From an optimization exercise on the open Yosys and OpenROAD flow, aimed at a short achievable clock period and few clock cycles per item; shortcuts taken in it are not production practice. RTL that was checked went through simulation tests only; none was proved equivalent to the original. Function not checked in runs 1 and 2: the RTL went through the layout flow alone.

[flow/constraint.sdc]
create_clock -name core_clock -period 8.0 [get_ports {clk}]
set_input_delay 1.6000 -clock core_clock [delete_from_list [all_inputs] [get_ports {clk}]]
set_output_delay 1.6000 -clock core_clock [all_outputs]
set_load 0.01 [all_outputs]
[flow/config.mk]
export PLATFORM = sky130hd
export DESIGN_NAME = dual_adc_moving_average_scaler_unit
export DESIGN_NICKNAME = dual_adc_moving_average_scaler_unit
export VERILOG_FILES = /design/flow/design.v
export SDC_FILE = /design/flow/constraint.sdc
export NUM_CORES = 4
export LEC_CHECK = 0
export ABC_CLOCK_PERIOD_IN_PS = 2000
export CAP_MARGIN = 20
export CORE_MARGIN = 2
export CORE_UTILIZATION = 40
export SETUP_SLACK_MARGIN = 5
export SLEW_MARGIN = 20
[flow/design.v]
`default_nettype none
package damsu_pkg;
	localparam int unsigned WINDOW_LEN  = 10;
	localparam int unsigned SAMPLE_BITS = 12;
	localparam int unsigned SUM_W       = 16;
	localparam int unsigned VREF_W  = 13;
	localparam int unsigned RATIO_W = 16;
	localparam int unsigned DROP_W  = 10;
	localparam int unsigned OFFS_W  = 10;
	localparam logic [VREF_W-1:0]  VREF_RST  = VREF_W'(3300);
	localparam logic [RATIO_W-1:0] RATIO_RST = RATIO_W'(26438);
	localparam logic [DROP_W-1:0]  DROP_RST  = DROP_W'(400);
	localparam logic [OFFS_W-1:0]  OFFS_RST  = OFFS_W'(500);
	localparam int unsigned PADDR_W   = 4;
	localparam int unsigned PDATA_W   = 32;
	localparam int unsigned REG_IDX_W = 2;
	localparam logic [REG_IDX_W-1:0] REG_VREF  = 2'd0;
	localparam logic [REG_IDX_W-1:0] REG_RATIO = 2'd1;
	localparam logic [REG_IDX_W-1:0] REG_DROP  = 2'd2;
	localparam logic [REG_IDX_W-1:0] REG_OFFS  = 2'd3;
	localparam int unsigned   BSH  = 46;
	localparam int unsigned   G_W  = 48;
	localparam int unsigned   BP_W = 64;
	localparam int unsigned   K_W  = 29;
	localparam int unsigned   ACC_W = 56;
	localparam logic [50:0]   BC   = 51'd1801879762999713;
	localparam int unsigned   TSH  = 41;
	localparam int unsigned   V_W  = 43;
	localparam int unsigned   TP_W = 59;
	localparam logic [39:0]   TC   = 40'd1099243128799;
	localparam int unsigned OUT_W      = 17;
	localparam int unsigned TEMP_MAX   = 50000;
endpackage
`default_nettype wire
`default_nettype none
import damsu_pkg::*;
module damsu_regs (
	input  wire logic               clk,
	input  wire logic               arst_n,
	input  wire logic               psel,
	input  wire logic               penable,
	input  wire logic               pwrite,
	input  wire logic [PADDR_W-1:0] paddr,
	input  wire logic [PDATA_W-1:0] pwdata,
	output logic      [PDATA_W-1:0] prdata,
	output logic                    pready,
	output logic      [VREF_W-1:0]  vref,
	output logic      [RATIO_W-1:0] ratio,
	output logic      [DROP_W-1:0]  drop,
	output logic      [OFFS_W-1:0]  offs,
	output logic                    wr_gain
);
	logic                 wen;
	logic [REG_IDX_W-1:0] idx;
	logic [VREF_W-1:0]    vref_q;
	logic [RATIO_W-1:0]   ratio_q;
	logic [DROP_W-1:0]    drop_q;
	logic [OFFS_W-1:0]    offs_q;
	logic [15:0]          rd_q;
	logic [15:0]          rd_d;
	assign wen     = psel & penable & pwrite;
	assign idx     = paddr[PADDR_W-1:2];
	assign pready  = 1'b1;
	assign wr_gain = wen & ((idx == REG_VREF) | (idx == REG_RATIO));
	always_ff @(posedge clk or negedge arst_n) begin
		if (!arst_n) begin
			vref_q  <= VREF_RST;
			ratio_q <= RATIO_RST;
			drop_q  <= DROP_RST;
			offs_q  <= OFFS_RST;
		end else if (wen) begin
			unique case (idx)
				REG_VREF:  vref_q  <= pwdata[VREF_W-1:0];
				REG_RATIO: ratio_q <= pwdata[RATIO_W-1:0];
				REG_DROP:  drop_q  <= pwdata[DROP_W-1:0];
				REG_OFFS:  offs_q  <= pwdata[OFFS_W-1:0];
			endcase
		end
	end
	always_comb begin
		unique case (idx)
			REG_VREF:  rd_d = 16'(vref_q);
			REG_RATIO: rd_d = ratio_q;
			REG_DROP:  rd_d = 16'(drop_q);
			REG_OFFS:  rd_d = 16'(offs_q);
		endcase
	end
	always_ff @(posedge clk or negedge arst_n) begin
		if (!arst_n) begin
			rd_q <= '0;
		end else begin
			rd_q <= rd_d;
		end
	end
	assign prdata = {16'd0, rd_q};
	assign vref   = vref_q;
	assign ratio  = ratio_q;
	assign drop   = drop_q;
	assign offs   = offs_q;
endmodule
`default_nettype wire
`default_nettype none
import damsu_pkg::*;
module damsu_window (
	input  wire logic                   clk,
	input  wire logic                   arst_n,
	input  wire logic                   accept,
	input  wire logic [SAMPLE_BITS-1:0] battery_sample,
	input  wire logic [SAMPLE_BITS-1:0] thermistor_sample,
	input  wire logic                   pop,
	output logic                        avail,
	output logic      [1:0]             count,
	output logic      [SUM_W-1:0]       bsum,
	output logic      [SUM_W-1:0]       tsum,
	output logic                        full
);
	localparam int unsigned ENT_W = 2 * SUM_W + 1;
	logic [SAMPLE_BITS-1:0] bring [WINDOW_LEN];
	logic [SAMPLE_BITS-1:0] tring [WINDOW_LEN];
	logic [SUM_W-1:0]       bpre_q;
	logic [SUM_W-1:0]       tpre_q;
	logic [3:0]             fill_q;
	logic [SUM_W-1:0]       bsum_d;
	logic [SUM_W-1:0]       tsum_d;
	logic [SUM_W-1:0]       bpre_d;
	logic [SUM_W-1:0]       tpre_d;
	logic [SUM_W-1:0]       bnext;
	logic [SUM_W-1:0]       tnext;
	logic                   full_d;
	logic [ENT_W-1:0]       ent0_q;
	logic [ENT_W-1:0]       ent1_q;
	logic [1:0]             cnt_q;
	assign bnext  = bpre_q - SUM_W'(bring[WINDOW_LEN-2]);
	assign tnext  = tpre_q - SUM_W'(tring[WINDOW_LEN-2]);
	assign bsum_d = bpre_q + SUM_W'(battery_sample);
	assign tsum_d = tpre_q + SUM_W'(thermistor_sample);
	assign bpre_d = bnext + SUM_W'(battery_sample);
	assign tpre_d = tnext + SUM_W'(thermistor_sample);
	assign full_d = (fill_q >= 4'(WINDOW_LEN - 1));
	always_ff @(posedge clk or negedge arst_n) begin
		if (!arst_n) begin
			for (int i = 0; i < WINDOW_LEN; i++) begin
				bring[i] <= '0;
				tring[i] <= '0;
			end
			bpre_q <= '0;
			tpre_q <= '0;
			fill_q <= '0;
		end else if (accept) begin
			bring[0] <= battery_sample;
			tring[0] <= thermistor_sample;
			for (int i = 1; i < WINDOW_LEN; i++) begin
				bring[i] <= bring[i-1];
				tring[i] <= tring[i-1];
			end
			bpre_q <= bpre_d;
			tpre_q <= tpre_d;
			if (!full_d) begin
				fill_q <= fill_q + 4'd1;
			end
		end
	end
	always_ff @(posedge clk) begin
		if ((cnt_q == 2'd0 && accept) || (cnt_q == 2'd1 && accept && pop)) begin
			ent0_q <= {bsum_d, tsum_d, full_d};
		end else if (cnt_q == 2'd2 && pop) begin
			ent0_q <= ent1_q;
		end
		if ((cnt_q == 2'd1 && accept && !pop) || (cnt_q == 2'd2 && accept)) begin
			ent1_q <= {bsum_d, tsum_d, full_d};
		end
	end
	always_ff @(posedge clk or negedge arst_n) begin
		if (!arst_n) begin
			cnt_q <= 2'd0;
		end else begin
			cnt_q <= cnt_q + 2'(accept) - 2'(pop);
		end
	end
	assign avail = (cnt_q != 2'd0);
	assign count = cnt_q;
	assign bsum  = ent0_q[ENT_W-1 -: SUM_W];
	assign tsum  = ent0_q[1 +: SUM_W];
	assign full  = ent0_q[0];
endmodule
`default_nettype wire
`default_nettype none
import damsu_pkg::*;
module damsu_cdiv (
	input  wire logic               clk,
	input  wire logic               arst_n,
	input  wire logic [VREF_W-1:0]  vref,
	input  wire logic [RATIO_W-1:0] ratio,
	input  wire logic [OFFS_W-1:0]  offs,
	input  wire logic               restart,
	output logic                    ready_nxt,
	output logic      [G_W-1:0]     g1,
	output logic      [G_W+1:0]     g3,
	output logic      [V_W-1:0]     v1,
	output logic      [V_W+1:0]     v3,
	output logic      [17:0]        noffs
);
	localparam logic [3:0] ST_WAIT = 4'd0;
	localparam logic [3:0] ST_LOAD = 4'd1;
	localparam logic [3:0] ST_DONE = 4'd10;
	logic [3:0]       st_q;
	logic [3:0]       st_d;
	logic [16:0]      kp_q [4];
	logic [14:0]      vr3_q;
	logic [K_W+2:0]   k_q;
	logic [ACC_W-1:0] acc_q;
	logic [ACC_W-1:0] tmul;
	logic [ACC_W-1:0] acc_sum;
	logic [G_W+1:0]   g3_q;
	logic [V_W-1:0]   v1_q;
	logic [V_W+1:0]   v3_q;
	logic [17:0]      noffs_q;
	always_comb begin
		if (restart) begin
			st_d = ST_WAIT;
		end else if (st_q == ST_DONE) begin
			st_d = ST_DONE;
		end else begin
			st_d = st_q + 4'd1;
		end
	end
	always_ff @(posedge clk or negedge arst_n) begin
		if (!arst_n) begin
			st_q <= ST_WAIT;
		end else begin
			st_q <= st_d;
		end
	end
	always_comb begin
		unique case (k_q[3:0])
			4'd0:  tmul = '0;
			4'd1:  tmul = ACC_W'(BC) * ACC_W'(1);
			4'd2:  tmul = ACC_W'(BC) * ACC_W'(2);
			4'd3:  tmul = ACC_W'(BC) * ACC_W'(3);
			4'd4:  tmul = ACC_W'(BC) * ACC_W'(4);
			4'd5:  tmul = ACC_W'(BC) * ACC_W'(5);
			4'd6:  tmul = ACC_W'(BC) * ACC_W'(6);
			4'd7:  tmul = ACC_W'(BC) * ACC_W'(7);
			4'd8:  tmul = ACC_W'(BC) * ACC_W'(8);
			4'd9:  tmul = ACC_W'(BC) * ACC_W'(9);
			4'd10: tmul = ACC_W'(BC) * ACC_W'(10);
			4'd11: tmul = ACC_W'(BC) * ACC_W'(11);
			4'd12: tmul = ACC_W'(BC) * ACC_W'(12);
			4'd13: tmul = ACC_W'(BC) * ACC_W'(13);
			4'd14: tmul = ACC_W'(BC) * ACC_W'(14);
			4'd15: tmul = ACC_W'(BC) * ACC_W'(15);
		endcase
	end
	assign acc_sum = acc_q + tmul;
	always_ff @(posedge clk) begin
		for (int j = 0; j < 4; j++) begin
			kp_q[j] <= 17'(vref) * 17'(ratio[4*j +: 4]);
		end
		if (st_q == ST_LOAD) begin
			k_q   <= (K_W + 3)'(kp_q[0]) + ((K_W + 3)'(kp_q[1]) << 4)
			       + ((K_W + 3)'(kp_q[2]) << 8) + ((K_W + 3)'(kp_q[3]) << 12);
			acc_q <= ACC_W'(1) << 32;
		end else if (st_q != ST_DONE) begin
			k_q   <= k_q >> 4;
			acc_q <= acc_sum >> 4;
		end
		g3_q    <= (G_W + 2)'(acc_q[G_W-1:0]) + ((G_W + 2)'(acc_q[G_W-1:0]) << 1);
		v1_q    <= (V_W)'(vref) + ((V_W)'(vref) << 5) + ((V_W)'(vref) << 17) + ((V_W)'(vref) << 29);
		vr3_q   <= 15'(vref) + (15'(vref) << 1);
		v3_q    <= (V_W + 2)'(vr3_q) + ((V_W + 2)'(vr3_q) << 5) + ((V_W + 2)'(vr3_q) << 17) + ((V_W + 2)'(vr3_q) << 29);
		noffs_q <= 18'd0 - (18'(offs) * 18'd10);
	end
	assign ready_nxt = (st_d == ST_DONE);
	assign g1    = acc_q[G_W-1:0];
	assign g3    = g3_q;
	assign v1    = v1_q;
	assign v3    = v3_q;
	assign noffs = noffs_q;
endmodule
`default_nettype wire
`default_nettype none
import damsu_pkg::*;
module damsu_scale (
	input  wire logic               clk,
	input  wire logic               arst_n,
	input  wire logic               en,
	input  wire logic               in_v,
	input  wire logic [SUM_W-1:0]   bsum,
	input  wire logic [SUM_W-1:0]   tsum,
	input  wire logic               full,
	input  wire logic [G_W-1:0]     g1,
	input  wire logic [G_W+1:0]     g3,
	input  wire logic [V_W-1:0]     v1,
	input  wire logic [V_W+1:0]     v3,
	input  wire logic [DROP_W-1:0]  drop,
	input  wire logic [17:0]        noffs,
	output logic                    out_v,
	output logic      [OUT_W-1:0]   out_batt,
	output logic      [OUT_W-1:0]   out_temp,
	output logic                    out_full
);
	logic [BP_W-1:0] bpp [9];
	logic [TP_W-1:0] tpp [9];
	logic [BP_W-1:0] ba [6];
	logic [BP_W-1:0] bb [4];
	logic [BP_W-1:0] bc [3];
	logic [TP_W-1:0] ta [6];
	logic [TP_W-1:0] tb [4];
	logic [TP_W-1:0] tc [3];
	logic [BP_W-1:0] bx_q [3];
	logic [TP_W-1:0] tx_q [3];
	logic            v1_q;
	logic            f1_q;
	logic [BP_W-1:0] bs2;
	logic [BP_W-1:0] bc2;
	logic [TP_W-1:0] ts2;
	logic [TP_W-1:0] tc2;
	logic [BSH:0]    blo;
	logic [TSH:0]    tlo;
	logic [17:0]     bh0_q;
	logic [17:0]     bh1_q;
	logic            bcy_q;
	logic [17:0]     th0_q;
	logic [17:0]     th1_q;
	logic            tcy_q;
	logic            v2_q;
	logic            f2_q;
	logic [17:0]      braw;
	logic [17:0]      traw;
	logic [OUT_W-1:0] batt_d;
	logic [OUT_W-1:0] temp_d;
	logic [OUT_W-1:0] batt_q;
	logic [OUT_W-1:0] temp_q;
	logic             full_q;
	logic             ov_q;
	always_comb begin
		for (int i = 0; i < 8; i++) begin
			unique case (bsum[2*i +: 2])
				2'd0: bpp[i] = '0;
				2'd1: bpp[i] = BP_W'(g1) << (2 * i);
				2'd2: bpp[i] = BP_W'(g1) << (2 * i + 1);
				2'd3: bpp[i] = BP_W'(g3) << (2 * i);
			endcase
			unique case (tsum[2*i +: 2])
				2'd0: tpp[i] = '0;
				2'd1: tpp[i] = TP_W'(v1) << (2 * i);
				2'd2: tpp[i] = TP_W'(v1) << (2 * i + 1);
				2'd3: tpp[i] = TP_W'(v3) << (2 * i);
			endcase
		end
		bpp[8] = (BP_W'(1) << (BSH - 1)) | (BP_W'(drop) << BSH);
		tpp[8] = {noffs, 1'b0, TC};
		for (int j = 0; j < 3; j++) begin
			ba[2*j]   = bpp[3*j] ^ bpp[3*j+1] ^ bpp[3*j+2];
			ba[2*j+1] = ((bpp[3*j] & bpp[3*j+1]) | (bpp[3*j] & bpp[3*j+2]) | (bpp[3*j+1] & bpp[3*j+2])) << 1;
			ta[2*j]   = tpp[3*j] ^ tpp[3*j+1] ^ tpp[3*j+2];
			ta[2*j+1] = ((tpp[3*j] & tpp[3*j+1]) | (tpp[3*j] & tpp[3*j+2]) | (tpp[3*j+1] & tpp[3*j+2])) << 1;
		end
		for (int j = 0; j < 2; j++) begin
			bb[2*j]   = ba[3*j] ^ ba[3*j+1] ^ ba[3*j+2];
			bb[2*j+1] = ((ba[3*j] & ba[3*j+1]) | (ba[3*j] & ba[3*j+2]) | (ba[3*j+1] & ba[3*j+2])) << 1;
			tb[2*j]   = ta[3*j] ^ ta[3*j+1] ^ ta[3*j+2];
			tb[2*j+1] = ((ta[3*j] & ta[3*j+1]) | (ta[3*j] & ta[3*j+2]) | (ta[3*j+1] & ta[3*j+2])) << 1;
		end
		bc[0] = bb[0] ^ bb[1] ^ bb[2];
		bc[1] = ((bb[0] & bb[1]) | (bb[0] & bb[2]) | (bb[1] & bb[2])) << 1;
		bc[2] = bb[3];
		tc[0] = tb[0] ^ tb[1] ^ tb[2];
		tc[1] = ((tb[0] & tb[1]) | (tb[0] & tb[2]) | (tb[1] & tb[2])) << 1;
		tc[2] = tb[3];
	end
	always_ff @(posedge clk) begin
		if (en) begin
			for (int j = 0; j < 3; j++) begin
				bx_q[j] <= bc[j];
				tx_q[j] <= tc[j];
			end
			f1_q <= full;
		end
	end
	always_comb begin
		bs2 = bx_q[0] ^ bx_q[1] ^ bx_q[2];
		bc2 = ((bx_q[0] & bx_q[1]) | (bx_q[0] & bx_q[2]) | (bx_q[1] & bx_q[2])) << 1;
		ts2 = tx_q[0] ^ tx_q[1] ^ tx_q[2];
		tc2 = ((tx_q[0] & tx_q[1]) | (tx_q[0] & tx_q[2]) | (tx_q[1] & tx_q[2])) << 1;
		blo = (BSH + 1)'(bs2[BSH-1:0]) + (BSH + 1)'(bc2[BSH-1:0]);
		tlo = (TSH + 1)'(ts2[TSH-1:0]) + (TSH + 1)'(tc2[TSH-1:0]);
	end
	always_ff @(posedge clk) begin
		if (en) begin
			bcy_q <= blo[BSH];
			bh0_q <= bs2[BP_W-1:BSH] + bc2[BP_W-1:BSH];
			bh1_q <= bs2[BP_W-1:BSH] + bc2[BP_W-1:BSH] + 18'd1;
			tcy_q <= tlo[TSH];
			th0_q <= ts2[TP_W-1:TSH] + tc2[TP_W-1:TSH];
			th1_q <= ts2[TP_W-1:TSH] + tc2[TP_W-1:TSH] + 18'd1;
			f2_q  <= f1_q;
		end
	end
	always_comb begin
		braw   = bcy_q ? bh1_q : bh0_q;
		traw   = tcy_q ? th1_q : th0_q;
		batt_d = braw[17] ? OUT_W'(131071) : braw[OUT_W-1:0];
		temp_d = (!traw[17] && (traw[16:0] > OUT_W'(TEMP_MAX))) ? OUT_W'(TEMP_MAX) : traw[OUT_W-1:0];
	end
	always_ff @(posedge clk) begin
		batt_q <= (batt_q & {OUT_W{~en}}) | (batt_d & {OUT_W{en}});
		temp_q <= (temp_q & {OUT_W{~en}}) | (temp_d & {OUT_W{en}});
		full_q <= (full_q & ~en) | (f2_q & en);
	end
	always_ff @(posedge clk or negedge arst_n) begin
		if (!arst_n) begin
			v1_q <= 1'b0;
			v2_q <= 1'b0;
			ov_q <= 1'b0;
		end else if (en) begin
			v1_q <= in_v;
			v2_q <= v1_q;
			ov_q <= v2_q;
		end
	end
	assign out_v    = ov_q;
	assign out_batt = batt_q;
	assign out_temp = temp_q;
	assign out_full = full_q;
endmodule
`default_nettype wire
`default_nettype none
import damsu_pkg::*;
module dual_adc_moving_average_scaler_unit (
	input  wire logic                   clk,
	input  wire logic                   arst_n,
	input  wire logic                   psel,
	input  wire logic                   penable,
	input  wire logic                   pwrite,
	input  wire logic [PADDR_W-1:0]     paddr,
	input  wire logic [PDATA_W-1:0]     pwdata,
	output logic      [PDATA_W-1:0]     prdata,
	output logic                        pready,
	input  wire logic                   in_valid,
	output logic                        in_ready,
	input  wire logic [SAMPLE_BITS-1:0] battery_sample,
	input  wire logic [SAMPLE_BITS-1:0] thermistor_sample,
	output logic                        out_valid,
	input  wire logic                   out_ready,
	output logic      [OUT_W-1:0]       battery_mv,
	output logic signed [OUT_W-1:0]     temperature_centi_c,
	output logic                        window_full
);
	logic [VREF_W-1:0]  vref;
	logic [RATIO_W-1:0] ratio;
	logic [DROP_W-1:0]  drop;
	logic [OFFS_W-1:0]  offs;
	logic               wr_gain;
	logic               cfg_ready_nxt;
	logic [G_W-1:0]     g1;
	logic [G_W+1:0]     g3;
	logic [V_W-1:0]     v1;
	logic [V_W+1:0]     v3;
	logic [17:0]        noffs;
	logic               in_ready_q;
	logic               accept;
	logic               en;
	logic               pop;
	logic               avail;
	logic [1:0]         qcount;
	logic [SUM_W-1:0]   bsum;
	logic [SUM_W-1:0]   tsum;
	logic               full;
	logic               out_v;
	logic [OUT_W-1:0]   out_batt;
	logic [OUT_W-1:0]   out_temp;
	logic               out_full;
	logic [1:0]         qcount_nxt;
	damsu_regs u_regs (
		.clk     (clk),
		.arst_n  (arst_n),
		.psel    (psel),
		.penable (penable),
		.pwrite  (pwrite),
		.paddr   (paddr),
		.pwdata  (pwdata),
		.prdata  (prdata),
		.pready  (pready),
		.vref    (vref),
		.ratio   (ratio),
		.drop    (drop),
		.offs    (offs),
		.wr_gain (wr_gain)
	);
	damsu_cdiv u_cdiv (
		.clk       (clk),
		.arst_n    (arst_n),
		.vref      (vref),
		.ratio     (ratio),
		.offs      (offs),
		.restart   (wr_gain),
		.ready_nxt (cfg_ready_nxt),
		.g1        (g1),
		.g3        (g3),
		.v1        (v1),
		.v3        (v3),
		.noffs     (noffs)
	);
	assign en     = ~out_v | out_ready;
	assign accept = in_valid & in_ready_q;
	assign pop    = avail & en;
	damsu_window u_window (
		.clk               (clk),
		.arst_n            (arst_n),
		.accept            (accept),
		.battery_sample    (battery_sample),
		.thermistor_sample (thermistor_sample),
		.pop               (pop),
		.avail             (avail),
		.count             (qcount),
		.bsum              (bsum),
		.tsum              (tsum),
		.full              (full)
	);
	damsu_scale u_scale (
		.clk      (clk),
		.arst_n   (arst_n),
		.en       (en),
		.in_v     (avail),
		.bsum     (bsum),
		.tsum     (tsum),
		.full     (full),
		.g1       (g1),
		.g3       (g3),
		.v1       (v1),
		.v3       (v3),
		.drop     (drop),
		.noffs    (noffs),
		.out_v    (out_v),
		.out_batt (out_batt),
		.out_temp (out_temp),
		.out_full (out_full)
	);
	assign qcount_nxt = qcount + 2'(accept) - 2'(pop);
	always_ff @(posedge clk or negedge arst_n) begin
		if (!arst_n) begin
			in_ready_q <= 1'b0;
		end else begin
			in_ready_q <= cfg_ready_nxt & (qcount_nxt != 2'd2);
		end
	end
	assign in_ready            = in_ready_q;
	assign out_valid           = out_v;
	assign battery_mv          = out_batt;
	assign temperature_centi_c = $signed(out_temp);
	assign window_full         = out_full;
endmodule
`default_nettype wire
[flow/run.sh]
#!/bin/bash
# synth_recipe.tcl (not shown) runs the flow's synth.tcl, then flattens the netlist and writes it again
# the make line also repeats each setting of config.mk as NAME=value (left out here)
make -C /OpenROAD-flow-scripts/flow DESIGN_CONFIG=/design/flow/config.mk WORK_HOME=/design/flow/orfs CLKGATE_MAP_FILE= SYNTH_SCRIPT=/design/flow/synth_recipe.tcl finish
==> impl_metrics.py, run 1 <==
metrics = {
    "setup_path": {
        "slowest_stage": "fa_1",
        "cp_cell_sequence": "ha_4, inv_2, fa_2, nor2b_2, o21ai_2, a21boi_2, o21ai_2, a21oi_2, o21ai_2, a21oi_2, o211ai_1, a21boi_2, xnor2_2, fa_1, inv_2, ha_4, and3_4, and3_4, a21oi_4, o211ai_1, a31o_2, a21oi_4, xor2_1, nor2_1",
        "worstSetupStartpointType": "flip-flop",
        "cp.arrival_ns": 5.34,
        "path_max_fanout": 4,
        "reg2reg_slack_ns": 3.19,
        "critPathKind": "flip-flop to flip-flop",
        "crit_top_cell": "o21ai_2",
        "worst_setup_path_end_kind": "flip-flop",
        "cp.required_ns": 8.53,
        "reg2reg_depth": 24,
        "max_stage_delay_ns": 0.54,
    },
    "clock_network": {
        "cts_buffer_depth": 3,
        "cts_num_sinks": 1174,
        "tritoncts.num_buffers": 141,
        "clk_latency_ns": 0.86,
        "h-tree-depth": 4,
        "ctsHoldBuffers": 0,
        "clk_pin_slew_worst_paths_ns": 0.07,
        "cts_tree": "built",
        "clock-root-buffer": "clkbuf_16",
    },
    "yosys": {
        "synth_cells": 8740,
        "syn_area_um2": 90400,
        "ys_types": 90,
        "ys_seq_area_share_pct": 33.8,
        "synth_edf_count": 534,
        "ys_warn_count": 18,
        "syn-mean-instance-area_um2": 10.3,
        "ys_async_sr_fraction_pct": 27.9,
        "synth-main-ff-cell": "edfxtp_1",
        "synth-seq-cells": 1174,
    },
    "layout": {
        "utilization_pct": 51.8,
        "fillers": 19100,
        "nets": 10800,
        "fin_area_um2": 116000,
        "layout.cells.non_filler": 12500,
        "drive_gt1_share_pct": 33.6,
        "syn_to_final_growth_pct": 28.9,
    },
    "routing": {
        "wl_um": 324000,
        "viasPerCell": 5.87,
        "vias": 73700,
        "antenna_left": 0,
        "remaining_drc_errors": 0,
        "routedWlPerCell_um": 25.8,
        "first_pass_iters": 8,
        "drt_iter0_drc": 7999,
    },
    "timing": {
        "finClkSkew_ns": 0.0708,
        "slew_headroom_pct": 32.5,
        "setup_tns_ns": 0,
        "rsz0062_at_grt": "yes",
        "tightest_slew_ns": 1.01,
        "worst_slack_ns": 3.19,
        "finalHoldViolCount": 0,
        "period_needed_ns": 4.81,
        "period_share_pct": 60.1,
        "timing.hold.ws_ns": 0.418,
        "fmax_mhz": 208,
        "slew_violations": 0,
        "setup_violations": 0,
    },
    "run_status": {
        "status": "complete, no violations",
    },
    "global_routing": {
        "antenna_found_initial": 20,
        "gr-total-overflow": 0,
        "grt.total_usage_pct": 26.1,
        "grt_max_degree": 213,
        "grt_pass1_wl_um": 459000,
        "grt_pass1_vias": 73200,
    },
    "floorplan": {
        "core_area_um2": 225000,
        "rows": 174,
        "start_util_pct": 40.2,
        "die_h_um": 479,
        "io_pins": 137,
        "chipWidth_um": 479,
        "die-area_um2": 230000,
    },
    "place": {
        "gp_routability_congestion": 0.854,
        "place_ws_ns": 2.43,
        "port_buffers": 101,
        "dpl_cell_area_um2": 94100,
        "dpl.cell_count": 11400,
        "dp_hpwl_um": 161000,
    },
    "flow_run": {
        "max_cap_viol_count": 0,
    },
    "hold_path": {
        "whs_path_depth": 0,
        "hold_class": "flip-flop to flip-flop",
    },
}
[layout make-up]
cell class | count | area, um2 | share of cell area, %
timing repair buffer | 1062 | 13700 | 11.7
clock buffer | 192 | 4020 | 3.45
clock inverter | 66 | 734 | 0.630
multi-input combinational | 6098 | 59900 | 51.5
inverter | 949 | 3610 | 3.10
sequential | 1174 | 30700 | 26.4
antenna | 10 | 25.0 | 0.0215
timing repair inverter | 1 | 8.76 | 0.00752
tap | 2992 | 3740 | 3.21
[critical path: cells and delay by family (launching register included)]
kind            cells  cell delay, ns
simple gates        4            0.56
xor+xnor            2            0.28
compound gates     12            1.98
flops               1            0.34
buf+inv             2            0.09
fa+ha+maj           4            1.26
[synth_stat cells, types with 17 or more instances]
master    number  area, um2
nand2_1     1145       4300
inv_1        943       3540
mux2_2       736       8290
fa_1         686      13700
ha_1         609       7620
edfxtp_1     534      16000
clkbuf_1     468       1760
a22o_1       432       3780
dfxtp_1      313       6270
dfrtp_1      304       7610
a21oi_1      296       1480
a22oi_1      281       2110
o21ai_0      279       1400
xnor2_1      256       2240
nor2_1       214        803
xor2_1       126       1100
a21o_1       118        886
nor2b_1       94        588
and2_1        89        557
nor3_1        71        355
mux2i_1       68        681
nand3_1       63        315
buf_1         54        203
o21bai_1      53        398
and3_1        51        319
nand4_1       48        300
o21a_1        36        270
nand2b_1      30        188
a211oi_1      25        188
o31ai_1       24        180
a31oi_1       23        144
dfstp_2       23        604
o211ai_1      20        150
buf_4         17        128
[kinds of logic after synthesis]
group                      count (synthesis)  share of synthesized area, %
other                                      2                       0.00831
adders and majority gates               1295                          23.6
muxes                                    814                          10.2
xor gates and xnor gates                 382                          3.70
DFF                                     1174                          33.8
AOI/OAI and AO/OA                       1712                          13.4
buffers and inverters                   1492                          6.27
and+or+nand+nor                         1869                          9.08
[registers in the layout (all words and copies together), names as in the netlist, 24 cells and up, named ones only]
register         count
u_cdiv.acc_q        52
u_cdiv.g3_q         50
u_cdiv.k_q          30
u_cdiv.kp_q         68
u_cdiv.tmul         24
u_cdiv.v1_q         42
u_cdiv.v3_q         45
u_scale.bx_q       166
u_scale.tx_q       161
u_window.bring     108
u_window.ent0_q     33
u_window.ent1_q     33
u_window.tring     108
[worst paths after layout]
kind | from | end
min in group asynchronous | arst_n | u_window.tring[1][6]
max in group asynchronous | arst_n | u_regs.vref_q[1]
hold / removal | u_window.ent0_q[0] | u_scale.f1_q
hold reg to reg | u_window.ent0_q[0] | u_scale.f1_q
setup reg to reg | u_cdiv.kp_q[0][4] | u_cdiv.k_q[26]
setup / recovery | u_cdiv.kp_q[0][4] | u_cdiv.k_q[26]
[cell usage in the layout (no fill, tap or decap), drive strengths merged, types with 214 or more instances in the layout]
cell type,netlist,final
a21oi,299,300
a22o,432,432
a22oi,281,281
buf,74,972
clkbuf,469,217
dfrtp,304,304
dfxtp,313,313
edfxtp,534,534
fa,686,686
ha,609,609
inv,944,952
mux2,736,736
nand2,1145,1147
nor2,214,214
o21ai,288,289
xnor2,256,256
[metal layers]
metal | vias to the layer above | routed length (um) | GRT usage (%)
met3 | 1426 | 37100 | 7.61
li1 | 31600 | - | -
met5 | - | 62 | 0
met4 | 8 | 23900 | 14.4
met1 | 36400 | 125000 | 33.8
met2 | 4223 | 138000 | 39.0
[repair_timing]
action	4_1_cts	5_1_grt
buffers inserted	503	234
resized for setup	1565	714
gates cloned	132	19
pin swaps	662	563
setup endpoints to repair	1204	585
==> inputs of run 2 (changes only) <==
--- a/flow/config.mk
+++ b/flow/config.mk
@@ -10,3 +10,3 @@
 export CORE_MARGIN = 2
-export CORE_UTILIZATION = 40
+export CORE_UTILIZATION = 50
 export SETUP_SLACK_MARGIN = 5
==> run 2 against run 1 <==
  * Clock skew is 0.025 ns lower
  * Utilization up 11 points
  * Critical path depth did not move
  * First-iteration DRC count shrank 2.9%
  * Setup slack improved by 0.11 ns
  * Worst hold slack got worse by 0.010 ns
  * Flip-flop and latch count did not move
  * Register-to-register slack improved by 0.11 ns
  * Critical endpoint unchanged
  * Largest cell class unchanged
==> impl_metrics.py, run 2 <==
metrics = {
    "routing": {
        "wl_um": 305000,
        "viasPerCell": 6.14,
        "vias": 72400,
        "met2_length_um": 132000,
        "wl_met1_um": 120000,
        "first_pass_iters": 7,
        "top_layer_used": "met5",
        "remaining_drc_errors": 0,
        "antenna_left": 0,
        "met3_wirelength_um": 33500,
        "drt_iter0_drc": 7770,
        "routedWlPerCell_um": 25.9,
    },
    "layout": {
        "final_common_cell": "nand2_1",
        "layout_common_cells": "1118 x nand2_1, 743 x inv_1, 713 x mux2_2, 549 x fa_1, 534 x edfxtp_1",
        "syn_to_final_growth_pct": 25.5,
        "top_register": "u_scale.bx_q",
        "largest_reg_flops": 166,
        "top_regs": "u_scale.bx_q (166), u_scale.tx_q (161)",
        "nets": 10700,
        "layout.cells.non_filler": 11800,
        "drive_gt1_share_pct": 31.8,
        "fin_area_um2": 113000,
        "utilization_pct": 62.9,
    },
    "run_status": {
        "status": "complete, no violations",
    },
    "clock_network": {
        "clk_latency_ns": 0.83,
        "ctsHoldBuffers": 0,
        "cts_buffer_depth": 3,
        "clk_pin_slew_worst_paths_ns": 0.06,
        "cts_num_sinks": 1174,
        "tritoncts.num_buffers": 142,
        "cts_tree": "built",
        "clock-root-buffer": "clkbuf_16",
        "h-tree-depth": 4,
    },
    "setup_path": {
        "slowest_stage": "fa_1",
        "cp.arrival_ns": 5.25,
        "critPathTopFamily": "compound AO/OA/AOI/OAI gates",
        "critPathKind": "flip-flop to flip-flop",
        "max_stage_delay_ns": 0.48,
        "critical_path_buf_inv_count": 2,
        "cp.required_ns": 8.55,
        "worstSetupStartpointType": "flip-flop",
        "worst_setup_path_end_kind": "flip-flop",
        "cp_cell_sequence": "ha_4, inv_2, fa_2, nor2b_1, o21ai_1, a21boi_1, o21ai_1, a21oi_2, o21ai_2, a21oi_2, o211ai_1, a21oi_1, xnor2_1, fa_1, inv_2, ha_4, and3_4, and3_4, a21oi_4, o211ai_1, a31o_2, a21oi_4, xor2_1, nor2_1",
        "path_max_fanout": 3,
    },
    "floorplan": {
        "core_area_um2": 180000,
        "chipWidth_um": 429,
        "rows": 156,
        "die-area_um2": 184000,
        "start_util_pct": 50.2,
        "die_h_um": 429,
        "io_pins": 137,
    },
    "timing": {
        "period_share_pct": 58.8,
        "rsz0062_at_grt": "yes",
        "fmax_mhz": 213,
        "timing.hold.ws_ns": 0.408,
        "slew_violations": 0,
        "period_needed_ns": 4.70,
        "setup_violations": 0,
        "slew_headroom_pct": 37.2,
        "finalHoldViolCount": 0,
        "tightest_slew_ns": 0.937,
        "finClkSkew_ns": 0.0458,
    },
    "yosys": {
        "synth_top_area_share_pct": 17.7,
        "synth-main-ff-cell": "edfxtp_1",
        "syn_area_um2": 90400,
        "yosys-top-cells-area": "edfxtp_1 18%, fa_1 15%, mux2_2 9.2%, ha_1 8.4%, dfrtp_1 8.4%",
        "yosysTopAreaCell": "edfxtp_1",
        "ys_async_sr_fraction_pct": 27.9,
        "synth-seq-cells": 1174,
        "ys_seq_area_share_pct": 33.8,
        "synth_cells": 8740,
        "synth_most_common_cell": "nand2_1",
        "ys_warn_count": 18,
        "ys_types": 90,
        "synth_edf_count": 534,
        "syn-mean-instance-area_um2": 10.3,
        "synthTopCellsByCount": "1145 x nand2_1, 943 x inv_1, 736 x mux2_2",
    },
    "global_routing": {
        "antenna_found_initial": 9,
        "grt_pass1_vias": 72200,
        "grt_pass1_wl_um": 443000,
        "grt_max_degree": 242,
        "gr-total-overflow": 0,
        "grt.total_usage_pct": 31.3,
    },
    "flow_run": {
        "max_cap_viol_count": 0,
    },
    "hold_path": {
        "hold_class": "flip-flop to flip-flop",
    },
    "place": {
        "dpl_cell_area_um2": 93400,
        "dpl.cell_count": 10800,
        "dp_hpwl_um": 162000,
        "gp_routability_congestion": 0.890,
        "port_buffers": 101,
    },
}
-- run 2: through the flow --
step                worst slack [ns]  TNS [ns]
finish                          3.30         0
global route                    3.06         0
CTS                             3.31         0
detailed placement              2.51         0
global placement                2.51         0
floorplan                      -1.87   -465.39
-- run 2: kinds of logic after synthesis --
logic type | count (synthesis) | synth area share [%]
mux | 814 | 10.2
compound gates | 1712 | 13.4
simple gates | 1869 | 9.08
flops | 1174 | 33.8
fa+ha+maj | 1295 | 23.6
other cells | 2 | 0.00831
buf+inv | 1492 | 6.27
xor+xnor | 382 | 3.70
-- run 2: worst reg2reg max path, stage by stage (launching register included) --
cell and delay [ns]:
dfxtp_2 0.34, ha_4 0.14, inv_2 0.04, fa_2 0.33, nor2b_1 0.12, o21ai_1 0.10
a21boi_1 0.18, o21ai_1 0.11, a21oi_2 0.16, o21ai_2 0.08, a21oi_2 0.19, o211ai_1 0.16
a21oi_1 0.21, xnor2_1 0.21, fa_1 0.48, inv_2 0.08, ha_4 0.20, and3_4 0.20
and3_4 0.18, a21oi_4 0.13, o211ai_1 0.16, a31o_2 0.26, a21oi_4 0.14, xor2_1 0.18
nor2_1 0.05
-- run 2: area by class of cell --
type | instances | area, um2
Antenna cell | 9 | 22.5
Clock buffer | 187 | 3980
Clock inverter | 77 | 825
Fill cell | 14000 | 66800
Inverter | 949 | 3620
Multi-Input combinational cell | 6093 | 59300
Sequential cell | 1174 | 30700
Tap cell | 2370 | 2970
Timing Repair Buffer | 926 | 12000
Timing Repair inverter | 2 | 13.8
-- run 2: worst paths after layout --
path,from,end,slack (ns),cells after the start
setup reg to reg,u_cdiv.kp_q[1][0],u_cdiv.k_q[26],3.30,24
hold / removal,u_cdiv.vr3_q[1],u_cdiv.v3_q[1],0.41,0
hold reg to reg,u_cdiv.vr3_q[1],u_cdiv.v3_q[1],0.41,0
min in group asynchronous,arst_n,u_window.tring[5][5],0.82,1
max in group asynchronous,arst_n,u_regs.vref_q[0],5.68,2
setup / recovery,u_cdiv.kp_q[1][0],u_cdiv.k_q[26],3.30,24
-- run 2: repair_timing --
action / in CTS / in global routing
setup endpoints to repair: 1304 / 687
endpoints found under the hold margin: 0 / 0
gates resized for setup: 1554 / 573
setup buffers: 445 / 171
pin swaps: 663 / 515
cloned: 114 / 13
-- run 2: routing by layer --
metal | global-route usage [%] | vias up
met2 | 47.2 | 4005
met1 | 42.0 | 35900
met4 | 15.4 | 4
met5 | 0 | -
li1 | - | 31300
met3 | 8.12 | 1196
==> inputs of run 3 (changes only) <==
--- a/flow/design.v
+++ b/flow/design.v
@@ -119,4 +119,4 @@
 	logic [SAMPLE_BITS-1:0] tring [WINDOW_LEN];
-	logic [SUM_W-1:0]       bpre_q;
-	logic [SUM_W-1:0]       tpre_q;
+	logic [SUM_W-1:0]       bsum_q;
+	logic [SUM_W-1:0]       tsum_q;
 	logic [3:0]             fill_q;
@@ -124,6 +124,2 @@
 	logic [SUM_W-1:0]       tsum_d;
-	logic [SUM_W-1:0]       bpre_d;
-	logic [SUM_W-1:0]       tpre_d;
-	logic [SUM_W-1:0]       bnext;
-	logic [SUM_W-1:0]       tnext;
 	logic                   full_d;
@@ -131,9 +127,8 @@
 	logic [ENT_W-1:0]       ent1_q;
+	logic                   wp_q;
+	logic                   rp_q;
 	logic [1:0]             cnt_q;
-	assign bnext  = bpre_q - SUM_W'(bring[WINDOW_LEN-2]);
-	assign tnext  = tpre_q - SUM_W'(tring[WINDOW_LEN-2]);
-	assign bsum_d = bpre_q + SUM_W'(battery_sample);
-	assign tsum_d = tpre_q + SUM_W'(thermistor_sample);
-	assign bpre_d = bnext + SUM_W'(battery_sample);
-	assign tpre_d = tnext + SUM_W'(thermistor_sample);
+	logic [ENT_W-1:0]       head;
+	assign bsum_d = bsum_q + SUM_W'(battery_sample) - SUM_W'(bring[WINDOW_LEN-1]);
+	assign tsum_d = tsum_q + SUM_W'(thermistor_sample) - SUM_W'(tring[WINDOW_LEN-1]);
 	assign full_d = (fill_q >= 4'(WINDOW_LEN - 1));
@@ -145,4 +140,4 @@
 			end
-			bpre_q <= '0;
-			tpre_q <= '0;
+			bsum_q <= '0;
+			tsum_q <= '0;
 			fill_q <= '0;
@@ -155,4 +150,4 @@
 			end
-			bpre_q <= bpre_d;
-			tpre_q <= tpre_d;
+			bsum_q <= bsum_d;
+			tsum_q <= tsum_d;
 			if (!full_d) begin
@@ -163,8 +158,6 @@
 	always_ff @(posedge clk) begin
-		if ((cnt_q == 2'd0 && accept) || (cnt_q == 2'd1 && accept && pop)) begin
+		if (accept && !wp_q) begin
 			ent0_q <= {bsum_d, tsum_d, full_d};
-		end else if (cnt_q == 2'd2 && pop) begin
-			ent0_q <= ent1_q;
 		end
-		if ((cnt_q == 2'd1 && accept && !pop) || (cnt_q == 2'd2 && accept)) begin
+		if (accept && wp_q) begin
 			ent1_q <= {bsum_d, tsum_d, full_d};
@@ -174,4 +167,12 @@
 		if (!arst_n) begin
+			wp_q  <= 1'b0;
+			rp_q  <= 1'b0;
 			cnt_q <= 2'd0;
 		end else begin
+			if (accept) begin
+				wp_q <= ~wp_q;
+			end
+			if (pop) begin
+				rp_q <= ~rp_q;
+			end
 			cnt_q <= cnt_q + 2'(accept) - 2'(pop);
@@ -179,7 +180,8 @@
 	end
+	assign head  = rp_q ? ent1_q : ent0_q;
 	assign avail = (cnt_q != 2'd0);
 	assign count = cnt_q;
-	assign bsum  = ent0_q[ENT_W-1 -: SUM_W];
-	assign tsum  = ent0_q[1 +: SUM_W];
-	assign full  = ent0_q[0];
+	assign bsum  = head[ENT_W-1 -: SUM_W];
+	assign tsum  = head[1 +: SUM_W];
+	assign full  = head[0];
 endmodule
@@ -207,4 +209,4 @@
 	logic [3:0]       st_d;
-	logic [16:0]      kp_q [4];
-	logic [14:0]      vr3_q;
+	logic [20:0]      kp_lo_q;
+	logic [20:0]      kp_hi_q;
 	logic [K_W+2:0]   k_q;
@@ -233,30 +235,9 @@
 	end
-	always_comb begin
-		unique case (k_q[3:0])
-			4'd0:  tmul = '0;
-			4'd1:  tmul = ACC_W'(BC) * ACC_W'(1);
-			4'd2:  tmul = ACC_W'(BC) * ACC_W'(2);
-			4'd3:  tmul = ACC_W'(BC) * ACC_W'(3);
-			4'd4:  tmul = ACC_W'(BC) * ACC_W'(4);
-			4'd5:  tmul = ACC_W'(BC) * ACC_W'(5);
-			4'd6:  tmul = ACC_W'(BC) * ACC_W'(6);
-			4'd7:  tmul = ACC_W'(BC) * ACC_W'(7);
-			4'd8:  tmul = ACC_W'(BC) * ACC_W'(8);
-			4'd9:  tmul = ACC_W'(BC) * ACC_W'(9);
-			4'd10: tmul = ACC_W'(BC) * ACC_W'(10);
-			4'd11: tmul = ACC_W'(BC) * ACC_W'(11);
-			4'd12: tmul = ACC_W'(BC) * ACC_W'(12);
-			4'd13: tmul = ACC_W'(BC) * ACC_W'(13);
-			4'd14: tmul = ACC_W'(BC) * ACC_W'(14);
-			4'd15: tmul = ACC_W'(BC) * ACC_W'(15);
-		endcase
-	end
+	assign tmul    = ACC_W'(BC) * ACC_W'(k_q[3:0]);
 	assign acc_sum = acc_q + tmul;
 	always_ff @(posedge clk) begin
-		for (int j = 0; j < 4; j++) begin
-			kp_q[j] <= 17'(vref) * 17'(ratio[4*j +: 4]);
-		end
+		kp_lo_q <= 21'(vref) * 21'(ratio[7:0]);
+		kp_hi_q <= 21'(vref) * 21'(ratio[15:8]);
 		if (st_q == ST_LOAD) begin
-			k_q   <= (K_W + 3)'(kp_q[0]) + ((K_W + 3)'(kp_q[1]) << 4)
-			       + ((K_W + 3)'(kp_q[2]) << 8) + ((K_W + 3)'(kp_q[3]) << 12);
+			k_q   <= (K_W + 3)'(kp_lo_q) + ((K_W + 3)'(kp_hi_q) << 8);
 			acc_q <= ACC_W'(1) << 32;
@@ -268,4 +249,3 @@
 		v1_q    <= (V_W)'(vref) + ((V_W)'(vref) << 5) + ((V_W)'(vref) << 17) + ((V_W)'(vref) << 29);
-		vr3_q   <= 15'(vref) + (15'(vref) << 1);
-		v3_q    <= (V_W + 2)'(vr3_q) + ((V_W + 2)'(vr3_q) << 5) + ((V_W + 2)'(vr3_q) << 17) + ((V_W + 2)'(vr3_q) << 29);
+		v3_q    <= (V_W + 2)'(vref) * (V_W + 2)'(3 * ((64'd1 << 29) + (64'd1 << 17) + (64'd1 << 5) + 64'd1));
 		noffs_q <= 18'd0 - (18'(offs) * 18'd10);
@@ -306,2 +286,3 @@
 	logic [BP_W-1:0] bc [3];
+	logic [BP_W-1:0] bd [2];
 	logic [TP_W-1:0] ta [6];
@@ -309,20 +290,11 @@
 	logic [TP_W-1:0] tc [3];
-	logic [BP_W-1:0] bx_q [3];
-	logic [TP_W-1:0] tx_q [3];
-	logic            v1_q;
-	logic            f1_q;
-	logic [BP_W-1:0] bs2;
-	logic [BP_W-1:0] bc2;
-	logic [TP_W-1:0] ts2;
-	logic [TP_W-1:0] tc2;
-	logic [BSH:0]    blo;
-	logic [TSH:0]    tlo;
-	logic [17:0]     bh0_q;
-	logic [17:0]     bh1_q;
-	logic            bcy_q;
-	logic [17:0]     th0_q;
-	logic [17:0]     th1_q;
-	logic            tcy_q;
-	logic            v2_q;
-	logic            f2_q;
+	logic [TP_W-1:0] td [2];
+	logic [BP_W-1:0] bs_q;
+	logic [BP_W-1:0] bc_q;
+	logic [TP_W-1:0] ts_q;
+	logic [TP_W-1:0] tc_q;
+	logic            v_q;
+	logic            full_q;
+	logic [BP_W-1:0]  bsum_all;
+	logic [TP_W-1:0]  tsum_all;
 	logic [17:0]      braw;
@@ -331,6 +303,2 @@
 	logic [OUT_W-1:0] temp_d;
-	logic [OUT_W-1:0] batt_q;
-	logic [OUT_W-1:0] temp_q;
-	logic             full_q;
-	logic             ov_q;
 	always_comb begin
@@ -370,2 +338,6 @@
 		tc[2] = tb[3];
+		bd[0] = bc[0] ^ bc[1] ^ bc[2];
+		bd[1] = ((bc[0] & bc[1]) | (bc[0] & bc[2]) | (bc[1] & bc[2])) << 1;
+		td[0] = tc[0] ^ tc[1] ^ tc[2];
+		td[1] = ((tc[0] & tc[1]) | (tc[0] & tc[2]) | (tc[1] & tc[2])) << 1;
 	end
@@ -373,7 +345,7 @@
 		if (en) begin
-			for (int j = 0; j < 3; j++) begin
-				bx_q[j] <= bc[j];
-				tx_q[j] <= tc[j];
-			end
-			f1_q <= full;
+			bs_q   <= bd[0];
+			bc_q   <= bd[1];
+			ts_q   <= td[0];
+			tc_q   <= td[1];
+			full_q <= full;
 		end
@@ -381,8 +353,8 @@
 	always_comb begin
-		bs2 = bx_q[0] ^ bx_q[1] ^ bx_q[2];
-		bc2 = ((bx_q[0] & bx_q[1]) | (bx_q[0] & bx_q[2]) | (bx_q[1] & bx_q[2])) << 1;
-		ts2 = tx_q[0] ^ tx_q[1] ^ tx_q[2];
-		tc2 = ((tx_q[0] & tx_q[1]) | (tx_q[0] & tx_q[2]) | (tx_q[1] & tx_q[2])) << 1;
-		blo = (BSH + 1)'(bs2[BSH-1:0]) + (BSH + 1)'(bc2[BSH-1:0]);
-		tlo = (TSH + 1)'(ts2[TSH-1:0]) + (TSH + 1)'(tc2[TSH-1:0]);
+		bsum_all = bs_q + bc_q;
+		tsum_all = ts_q + tc_q;
+		braw     = bsum_all[BP_W-1 -: 18];
+		traw     = tsum_all[TP_W-1 -: 18];
+		batt_d   = braw[17] ? OUT_W'(131071) : braw[OUT_W-1:0];
+		temp_d   = (!traw[17] && (traw[16:0] > OUT_W'(TEMP_MAX))) ? OUT_W'(TEMP_MAX) : traw[OUT_W-1:0];
 	end
@@ -390,37 +362,16 @@
 		if (en) begin
-			bcy_q <= blo[BSH];
-			bh0_q <= bs2[BP_W-1:BSH] + bc2[BP_W-1:BSH];
-			bh1_q <= bs2[BP_W-1:BSH] + bc2[BP_W-1:BSH] + 18'd1;
-			tcy_q <= tlo[TSH];
-			th0_q <= ts2[TP_W-1:TSH] + tc2[TP_W-1:TSH];
-			th1_q <= ts2[TP_W-1:TSH] + tc2[TP_W-1:TSH] + 18'd1;
-			f2_q  <= f1_q;
+			out_batt <= batt_d;
+			out_temp <= temp_d;
+			out_full <= full_q;
 		end
 	end
-	always_comb begin
-		braw   = bcy_q ? bh1_q : bh0_q;
-		traw   = tcy_q ? th1_q : th0_q;
-		batt_d = braw[17] ? OUT_W'(131071) : braw[OUT_W-1:0];
-		temp_d = (!traw[17] && (traw[16:0] > OUT_W'(TEMP_MAX))) ? OUT_W'(TEMP_MAX) : traw[OUT_W-1:0];
-	end
-	always_ff @(posedge clk) begin
-		batt_q <= (batt_q & {OUT_W{~en}}) | (batt_d & {OUT_W{en}});
-		temp_q <= (temp_q & {OUT_W{~en}}) | (temp_d & {OUT_W{en}});
-		full_q <= (full_q & ~en) | (f2_q & en);
-	end
 	always_ff @(posedge clk or negedge arst_n) begin
 		if (!arst_n) begin
-			v1_q <= 1'b0;
-			v2_q <= 1'b0;
-			ov_q <= 1'b0;
+			v_q   <= 1'b0;
+			out_v <= 1'b0;
 		end else if (en) begin
-			v1_q <= in_v;
-			v2_q <= v1_q;
-			ov_q <= v2_q;
+			v_q   <= in_v;
+			out_v <= v_q;
 		end
 	end
-	assign out_v    = ov_q;
-	assign out_batt = batt_q;
-	assign out_temp = temp_q;
-	assign out_full = full_q;
 endmodule
--- a/flow/config.mk
+++ b/flow/config.mk
@@ -7,7 +7,5 @@
 export LEC_CHECK = 0
-export ABC_CLOCK_PERIOD_IN_PS = 2000
 export CAP_MARGIN = 20
 export CORE_MARGIN = 2
-export CORE_UTILIZATION = 50
-export SETUP_SLACK_MARGIN = 5
+export CORE_UTILIZATION = 40
 export SLEW_MARGIN = 20
==> run 3 against run 2 <==
  * Still clean on timing, DRC and antenna
  * First-iteration DRC count decreased by 6.5%
  * Global-route usage fell by 8.5 points
  * Clock-buffer cell count shrank 17
  * Cell count grew 5.4%
  * Via count shrank 4.3%
  * Utilization decreased by 19 points
  * Critical path type unchanged
==> impl_metrics.py, run 3 <==
metrics = {
    "timing": {
        "setup_violations": 0,
        "finClkSkew_ns": 0.0709,
        "period_share_pct": 88.7,
        "tightest_slew_ns": 1.15,
        "setup_tns_ns": 0,
        "finalHoldViolCount": 0,
        "slew_headroom_pct": 21.9,
        "fmax_mhz": 141,
        "rsz0062_at_grt": "no",
        "slew_violations": 0,
        "period_needed_ns": 7.10,
    },
    "global_routing": {
        "grt.busiest_layer": "met2",
        "grt_pass1_vias": 69100,
        "met3_usage_pct": 4.38,
        "grtUsageMet2_pct": 34.8,
        "grt_max_degree": 238,
        "antenna_found_initial": 2,
        "gr-total-overflow": 0,
        "grt.total_usage_pct": 22.9,
        "grt_pass1_wl_um": 397000,
        "grtUsageMet1_pct": 31.9,
    },
    "routing": {
        "routedWlPerCell_um": 20.5,
        "antenna_left": 0,
        "vias": 69300,
        "drt_iter0_drc": 7267,
        "first_pass_iters": 6,
        "remaining_drc_errors": 0,
        "wl_um": 254000,
        "viasPerCell": 5.58,
    },
    "setup_path": {
        "reg2reg_depth": 27,
        "critPathKind": "flip-flop to flip-flop",
        "cp.required_ns": 8.60,
        "crit_path_start": "u_cdiv.k_q[1]",
        "cp-endpoint": "u_cdiv.acc_q[50]",
        "worst_setup_path_end_kind": "flip-flop",
        "r2r-start": "u_cdiv.k_q[1]",
        "path_max_fanout": 8,
        "r2r_end": "u_cdiv.acc_q[50]",
        "reg2reg_slack_ns": 0.90,
        "cp.arrival_ns": 7.70,
        "slowest_stage": "edfxtp_1",
        "max_stage_delay_ns": 0.61,
        "worstSetupStartpointType": "flip-flop",
    },
    "yosys": {
        "syn-mean-instance-area_um2": 8.73,
        "synth_most_common_cell": "nand2_1",
        "ys_warn_count": 17,
        "synthTopCellsByCount": "2136 x nand2_1, 997 x inv_1, 833 x a21oi_1",
        "synth_cells": 9840,
        "synth_top_area_share_pct": 17.0,
        "ys_seq_area_share_pct": 28.7,
        "ys_async_sr_fraction_pct": 36.6,
        "yosysTopAreaCell": "fa_1",
        "syn_area_um2": 85900,
        "synth-seq-cells": 961,
        "synth-main-ff-cell": "edfxtp_1",
        "ys_types": 97,
        "synth_edf_count": 362,
        "yosys-top-cells-area": "fa_1 17%, edfxtp_1 13%, dfrtp_1 9.6%, nand2_1 9.3%, ha_1 9.3%",
    },
    "place": {
        "gp_routability_congestion": 0.922,
        "port_buffers": 101,
        "dp_hpwl_um": 179000,
    },
    "run_status": {
        "status": "complete, no violations",
    },
    "layout": {
        "top_regs": "u_window.bring (120), u_window.tring (120)",
        "drive_gt1_share_pct": 5.01,
        "final_common_cell": "nand2_1",
        "syn_to_final_growth_pct": 8.66,
        "layout_common_cells": "2135 x nand2_1, 995 x inv_1, 833 x a21oi_1, 730 x fa_1, 700 x o21ai_0",
        "nets": 10900,
        "fillers": 21000,
    },
    "clock_network": {
        "ctsHoldBuffers": 0,
        "cts_tree": "built",
        "cts_buffer_depth": 3,
        "tritoncts.num_buffers": 113,
        "clk_latency_ns": 0.80,
        "h-tree-depth": 3,
        "cts_num_sinks": 961,
        "clock-root-buffer": "clkbuf_16",
        "clk_pin_slew_worst_paths_ns": 0.07,
        "cts_resized": 0,
        "cts_setup_buffers": 0,
    },
    "hold_path": {
        "hold_class": "flip-flop to flip-flop",
    },
    "floorplan": {
        "start_util_pct": 40.1,
        "die_h_um": 467,
        "chipWidth_um": 467,
        "rows": 170,
        "io_pins": 137,
        "core_area_um2": 214000,
        "die-area_um2": 218000,
    },
    "flow_run": {
        "max_cap_viol_count": 0,
    },
}
## run 3: cell types whose count changed after synthesis, moves of 54 or more
cell and change:
a21oi_1 +537, o21ai_0 +421, a22oi_1 -277, mux2_2 -687
mux2i_1 +420, inv_1 +54, nand2_1 +991, edfxtp_1 -172
clkbuf_1 +129, dfxtp_1 -66, a22o_1 -430
## run 3: layer usage
metal	vias to the layer above	routed length [um]
li1	31700	-
met1	33600	111000
met2	3295	109000
met3	635	23100
met4	0	10200
met5	-	0
## run 3: how the worst min path moves through the flow
stage                       endpoint           start  depth (start not counted)
floorplan           u_scale.out_full  u_scale.full_q                          0
global placement    u_scale.out_full  u_scale.full_q                          0
detailed placement  u_scale.out_full  u_scale.full_q                          0
CTS                 u_scale.out_full  u_scale.full_q                          0
global route        u_scale.out_full  u_scale.full_q                          0
finish              u_scale.out_full  u_scale.full_q                          0
## run 3: cells by family (layout without fill, tap and decap cells)
| kind of cell | count (synthesis) | count (layout) | synth area share (%) |
|---|---|---|---|
| buffers and inverters | 1703 | 1427 | 7.52 |
| flip-flops | 961 | 961 | 28.7 |
| other | 2 | 18 | 0.00874 |
| XOR/XNOR | 301 | 301 | 3.10 |
| AO/OA/AOI/OAI | 2005 | 2005 | 13.3 |
| adder cells (fa/ha/maj) | 1371 | 1371 | 26.3 |
| multiplexers | 547 | 547 | 6.59 |
| AND/OR/NAND/NOR | 2950 | 2950 | 14.5 |
## run 3: final cells by class
cell class                      instances  area [um2]  share of cell area, %
Tap cell                             2838        3550                   3.80
Antenna cell                            1        2.50                0.00268
Timing Repair Buffer                  213        1930                   2.07
Multi-Input combinational cell       7191       55300                   59.3
Clock inverter                         45         618                  0.662
Inverter                              999        3760                   4.03
Clock buffer                          170        3490                   3.74
Sequential cell                       961       24700                   26.4
## run 3: per-stage QoR
| stage | worst slack (ns) | utilization (%) | hold WS [ns] | std cells | instance area, um2 |
|---|---|---|---|---|---|
| floorplan | 0.569 | - | 0.400 | 9855 | 86000 |
| detailed placement | 0.956 | 41.7 | 0.418 | 12200 | 89200 |
| CTS | 0.922 | 43.6 | 0.450 | 12400 | 93300 |
| global placement | 0.932 | 41.7 | 0.405 | 12200 | 89200 |
| global route | 0.424 | 43.6 | 0.452 | 12400 | 93300 |
| finish | 0.901 | 43.6 | 0.442 | 12400 | 93300 |
## run 3: critical path: cells and delay by family, from the launching register on
kind,cells,cell delay (ns)
compound gates,12,2.69
flops,1,0.61
fa+ha+maj,5,1.81
buf+inv,1,0.07
xor+xnor,2,0.31
simple gates,7,1.44
Testbench counts of run 3, summed over its fixed seeds: cycles 3,224, items 3,200.

==> separate check: timing with driven ports <==
In the flow no input, the clock included, has a driving cell. The finished layouts below were timed again as built, in two steps.
Step 1 sets driving cells, clkbuf_16 on the clock port and buf_2 on the other inputs (assumed; they add their load-dependent delay and slew).
Step 2 adds t to the input delays and takes it off the output delays; t is the mean of the earliest and latest rising clock arrival at the registers after step 1. Input paths then give back, and output paths get back, about the clock's delay inside the block.
Three values: no drivers, after step 1, after step 2; two values: the first two.
| run | shift t [ns] | setup WS [ns] | worst setup path at the end | cell pins on the clock port's net |
|---|---|---|---|---|
| run 1 | 0.910 | 3.190 / 3.190 / 3.190 | register to register | 1 |
| run 2 | 0.897 | 3.299 / 3.299 / 3.299 | register to register | 1 |
| run 3 | 0.853 | 0.901 / 0.901 / 0.901 | register to register | 1 |
After both steps setup and hold are still met in every run listed.
